Source: an optimization exercise on an open RTL-to-GDS flow (aim: a short achievable clock period and few clock cycles per item). Production flows keep margins and buffers that such runs may drop.
Function was checked by simulation only, so behaviour that the tests miss may differ from the original.

==> module hufw_ram, before the edit <==
module hufw_ram #(
  parameter int WIDTH = 8,
  parameter int DEPTH = 64
) (
  input  logic                     clk,
  input  logic                     we,
  input  logic [$clog2(DEPTH)-1:0] waddr,
  input  logic [WIDTH-1:0]         wdata,
  input  logic                     re,
  input  logic [$clog2(DEPTH)-1:0] raddr,
  output logic [WIDTH-1:0]         rdata
);
  logic [WIDTH-1:0] mem [DEPTH];
  always_ff @(posedge clk) begin
    if (we) begin
      mem[waddr] <= wdata;
    end
    if (re) begin
      rdata <= mem[raddr];
    end
  end
endmodule
==> module hufw_walk, before the edit <==
module hufw_walk #(
  parameter int NODE_COUNT = 64
) (
  input  logic                          clk,
  input  logic                          rst,
  input  logic                          in_valid,
  output logic                          in_ready,
  input  logic [hufw_pkg::OP_W-1:0]     in_operation,
  input  logic [hufw_pkg::NODE_W-1:0]   in_node_addr,
  input  logic [hufw_pkg::NODE_W-1:0]   in_node_left,
  input  logic [hufw_pkg::NODE_W-1:0]   in_node_right,
  input  logic [hufw_pkg::SYM_W-1:0]    in_node_symbol,
  input  logic [hufw_pkg::BYTE_W-1:0]   in_data_byte,
  input  logic [hufw_pkg::NODE_W-1:0]   root_index,
  input  logic [hufw_pkg::COUNT_W-1:0]  max_count,
  input  logic                          res_ready,
  output hufw_pkg::emit_t               emit
);
  localparam int AW = $clog2(NODE_COUNT);
  hufw_pkg::state_t                 state;
  hufw_pkg::state_t                 state_next;
  logic [NODE_W-1:0]      cur_node;
  logic [BYTE_W-1:0]      shreg;
  logic [BIT_CNT_W-1:0]   bits_left;
  logic                   check_pending;
  logic [COUNT_W-1:0]     count;
  logic                   rd_in_range;
  logic [ENTRY_W-1:0]     rd_data;
  hufw_pkg::node_t                  entry;
  hufw_pkg::node_t                  load_entry;
  logic                   accept;
  logic                   leaf_hit;
  logic                   more_bits;
  logic [NODE_W-1:0]      child;
  logic                   we;
  logic                   re;
  logic [NODE_W-1:0]      raddr_node;
  logic                   do_step;
  logic                   do_emit;
  function automatic logic in_table(input logic [NODE_W-1:0] n);
    in_table = n < NODE_COUNT;
  endfunction
  assign accept     = in_valid && in_ready;
  assign entry      = rd_in_range ? hufw_pkg::node_t'(rd_data) : '0;
  assign leaf_hit   = check_pending && (entry.symbol != '0) && (count < max_count);
  assign more_bits  = bits_left != '0;
  assign child      = shreg[BYTE_W-1] ? entry.right : entry.left;
  assign load_entry = {in_node_left, in_node_right, in_node_symbol};
  assign we         = accept && (in_operation == OP_LOAD) && in_table(in_node_addr);
  hufw_ram #(
    .WIDTH (ENTRY_W),
    .DEPTH (NODE_COUNT)
  ) u_table (
    .clk   (clk),
    .we    (we),
    .waddr (AW'(in_node_addr)),
    .wdata (load_entry),
    .re    (re),
    .raddr (AW'(raddr_node)),
    .rdata (rd_data)
  );
  always_comb begin
    state_next = state;
    case (state)
      ST_IDLE: begin
        if (accept && (in_operation == OP_DECODE)) begin
          state_next = ST_WALK;
        end
      end
      ST_WALK: begin
        if (!leaf_hit && !more_bits && res_ready) begin
          state_next = ST_IDLE;
        end
      end
      default: state_next = ST_IDLE;
    endcase
  end
  always_comb begin
    in_ready = 1'b0;
    re          = 1'b0;
    raddr_node  = cur_node;
    do_step     = 1'b0;
    do_emit     = 1'b0;
    emit.push   = 1'b0;
    emit.flush  = 1'b0;
    emit.symbol = entry.symbol;
    emit.count  = count + COUNT_W'(1);
    case (state)
      ST_IDLE: begin
        in_ready = 1'b1;
        if (accept && (in_operation == OP_DECODE)) begin
          re = 1'b1;
        end
      end
      ST_WALK: begin
        if (leaf_hit) begin
          if (res_ready) begin
            do_emit    = 1'b1;
            emit.push  = 1'b1;
            re         = 1'b1;
            raddr_node = root_index;
          end
        end else if (more_bits) begin
          do_step    = 1'b1;
          re         = 1'b1;
          raddr_node = child;
        end else begin
          emit.flush = 1'b1;
        end
      end
      default: ;
    endcase
  end
  always_ff @(posedge clk) begin
    if (rst) begin
      state         <= ST_IDLE;
      cur_node      <= '0;
      count         <= '0;
      check_pending <= 1'b0;
      bits_left     <= '0;
    end else begin
      state <= state_next;
      if (accept) begin
        case (in_operation)
          OP_RESTART: begin
            cur_node <= root_index;
            count    <= '0;
          end
          OP_DECODE: begin
            bits_left     <= BIT_CNT_W'(BITS_PER_BYTE);
            check_pending <= 1'b0;
          end
          default: ;
        endcase
      end
      if (do_step) begin
        cur_node      <= child;
        bits_left     <= bits_left - BIT_CNT_W'(1);
        check_pending <= 1'b1;
      end
      if (do_emit) begin
        cur_node      <= root_index;
        count         <= count + COUNT_W'(1);
        check_pending <= 1'b0;
      end
    end
  end
  always_ff @(posedge clk) begin
    if (accept && (in_operation == OP_DECODE)) begin
      shreg <= in_data_byte;
    end else if (do_step) begin
      shreg <= {shreg[BYTE_W-2:0], 1'b0};
    end
    if (re) begin
      rd_in_range <= in_table(raddr_node);
    end
  end
endmodule
Settings: LEC_CHECK=0, CAP_MARGIN=20, CORE_MARGIN=2, CORE_UTILIZATION=40, PLACE_DENSITY=0.6, SETUP_SLACK_MARGIN=3.5, SLEW_MARGIN=20; clock period 6.0 ns.
run.sh (not shown) runs the stock make flow with config.mk's settings and CLKGATE_MAP_FILE= SYNTH_SCRIPT=/design/flow/synth_recipe.tcl, a recipe that flattens the netlist after the stock synthesis.
Testbench counts at the start, summed over its fixed seeds: cycles 50,474, bytes 4,096.
Then changed:
--- a/flow/design.v
+++ b/flow/design.v
@@ -45,10 +45,15 @@
   input  logic [WIDTH-1:0]         wdata,
   input  logic                     re,
   input  logic [$clog2(DEPTH)-1:0] raddr,
-  output logic [WIDTH-1:0]         rdata
+  output logic [WIDTH-1:0]         rdata,
+  input  logic [$clog2(DEPTH)-1:0] r2addr,
+  output logic [WIDTH-1:0]         r2data
 );
   logic [WIDTH-1:0] mem [DEPTH];
   always_ff @(posedge clk) begin
+    r2data <= mem[r2addr];
+  end
+  always_ff @(posedge clk) begin
     if (we) begin
       mem[waddr] <= wdata;
     end
@@ -97,6 +102,8 @@
   logic [NODE_W-1:0]      raddr_node;
   logic                   do_step;
   logic                   do_emit;
+  hufw_pkg::node_t                  root_e;
+  logic [NODE_W-1:0]      root_child;
   function automatic logic in_table(input logic [NODE_W-1:0] n);
     in_table = n < NODE_COUNT;
   endfunction
@@ -105,6 +112,7 @@
   assign leaf_hit   = check_pending && (entry.symbol != '0) && (count < max_count);
   assign more_bits  = bits_left != '0;
   assign child      = shreg[BYTE_W-1] ? entry.right : entry.left;
+  assign root_child = shreg[BYTE_W-1] ? root_e.right : root_e.left;
   assign load_entry = {in_node_left, in_node_right, in_node_symbol};
   assign we         = accept && (in_operation == OP_LOAD) && in_table(in_node_addr);
   hufw_ram #(
@@ -117,7 +125,9 @@
     .wdata (load_entry),
     .re    (re),
     .raddr (AW'(raddr_node)),
-    .rdata (rd_data)
+    .rdata (rd_data),
+    .r2addr(AW'(root_index)),
+    .r2data(root_e)
   );
   always_comb begin
     state_next = state;
@@ -129,7 +139,7 @@
       end
       ST_WALK: begin
         if (!leaf_hit && !more_bits && res_ready) begin
-          state_next = ST_IDLE;
+          state_next = (accept && (in_operation == OP_DECODE)) ? ST_WALK : ST_IDLE;
         end
       end
       default: state_next = ST_IDLE;
@@ -157,8 +167,14 @@
           if (res_ready) begin
             do_emit    = 1'b1;
             emit.push  = 1'b1;
-            re         = 1'b1;
-            raddr_node = root_index;
+            if (more_bits) begin
+              do_step    = 1'b1;
+              re         = 1'b1;
+              raddr_node = root_child;
+            end else begin
+              re         = 1'b1;
+              raddr_node = root_index;
+            end
           end
         end else if (more_bits) begin
           do_step    = 1'b1;
@@ -166,6 +182,10 @@
           raddr_node = child;
         end else begin
           emit.flush = 1'b1;
+          in_ready   = res_ready;
+          if (accept && (in_operation == OP_DECODE)) begin
+            re = 1'b1;
+          end
         end
       end
       default: ;
@@ -194,14 +214,15 @@
         endcase
       end
       if (do_step) begin
-        cur_node      <= child;
+        cur_node      <= do_emit ? root_child : child;
         bits_left     <= bits_left - BIT_CNT_W'(1);
         check_pending <= 1'b1;
+      end else if (do_emit) begin
+        cur_node      <= root_index;
+        check_pending <= 1'b0;
       end
       if (do_emit) begin
-        cur_node      <= root_index;
         count         <= count + COUNT_W'(1);
-        check_pending <= 1'b0;
       end
     end
   end
Effect: Synthesized area climbs by 12%. Fmax climbs by 1.4%. Critical path depth drops by 4. Design area climbs by about 16%. Wire length climbs by 32%. Non-clock buffer count climbs by 245. Flip-flop and latch count climbs by 12. Via count climbs by about 22%. Clock skew barely changes. Setup slack improves by 0.061 ns. Die area climbs by 12%. Count of clock-buffer cells in the layout climbs by 2. Hold slack improves by 0.013 ns.
Testbench counts after the change, summed over its fixed seeds: cycles 38,134, bytes 4,096.

==> separate check: timing with driven ports <==
How much do the figures lean on ideal ports? The routed layouts below were timed once more, with nothing changed but the port constraints.
Step 1 assumes that a clkbuf_16 drives the clock port and a buf_2 every other input.
Step 2, shift: input delay + t, output delay - t, t = (earliest + latest rising clock arrival at the registers) / 2. This alone moves slack from input paths to output paths.
Slacks: ideal / step 1 / step 2; pairs: ideal / step 1.
| run | shift t [ns] | slack for setup (ns) | worst register clock-pin slew, ns |
|---|---|---|---|
| the first run | 0.855 | 1.572 / 1.572 / 0.918 | 0.07 / 0.07 |
| the second run | 0.897 | 1.633 / 1.633 / 0.880 | 0.07 / 0.07 |
After both steps every run listed still meets setup and hold. The setup slack of the second run, which loses most, moves by 0.000 ns with the drivers and by -0.753 ns with both steps.
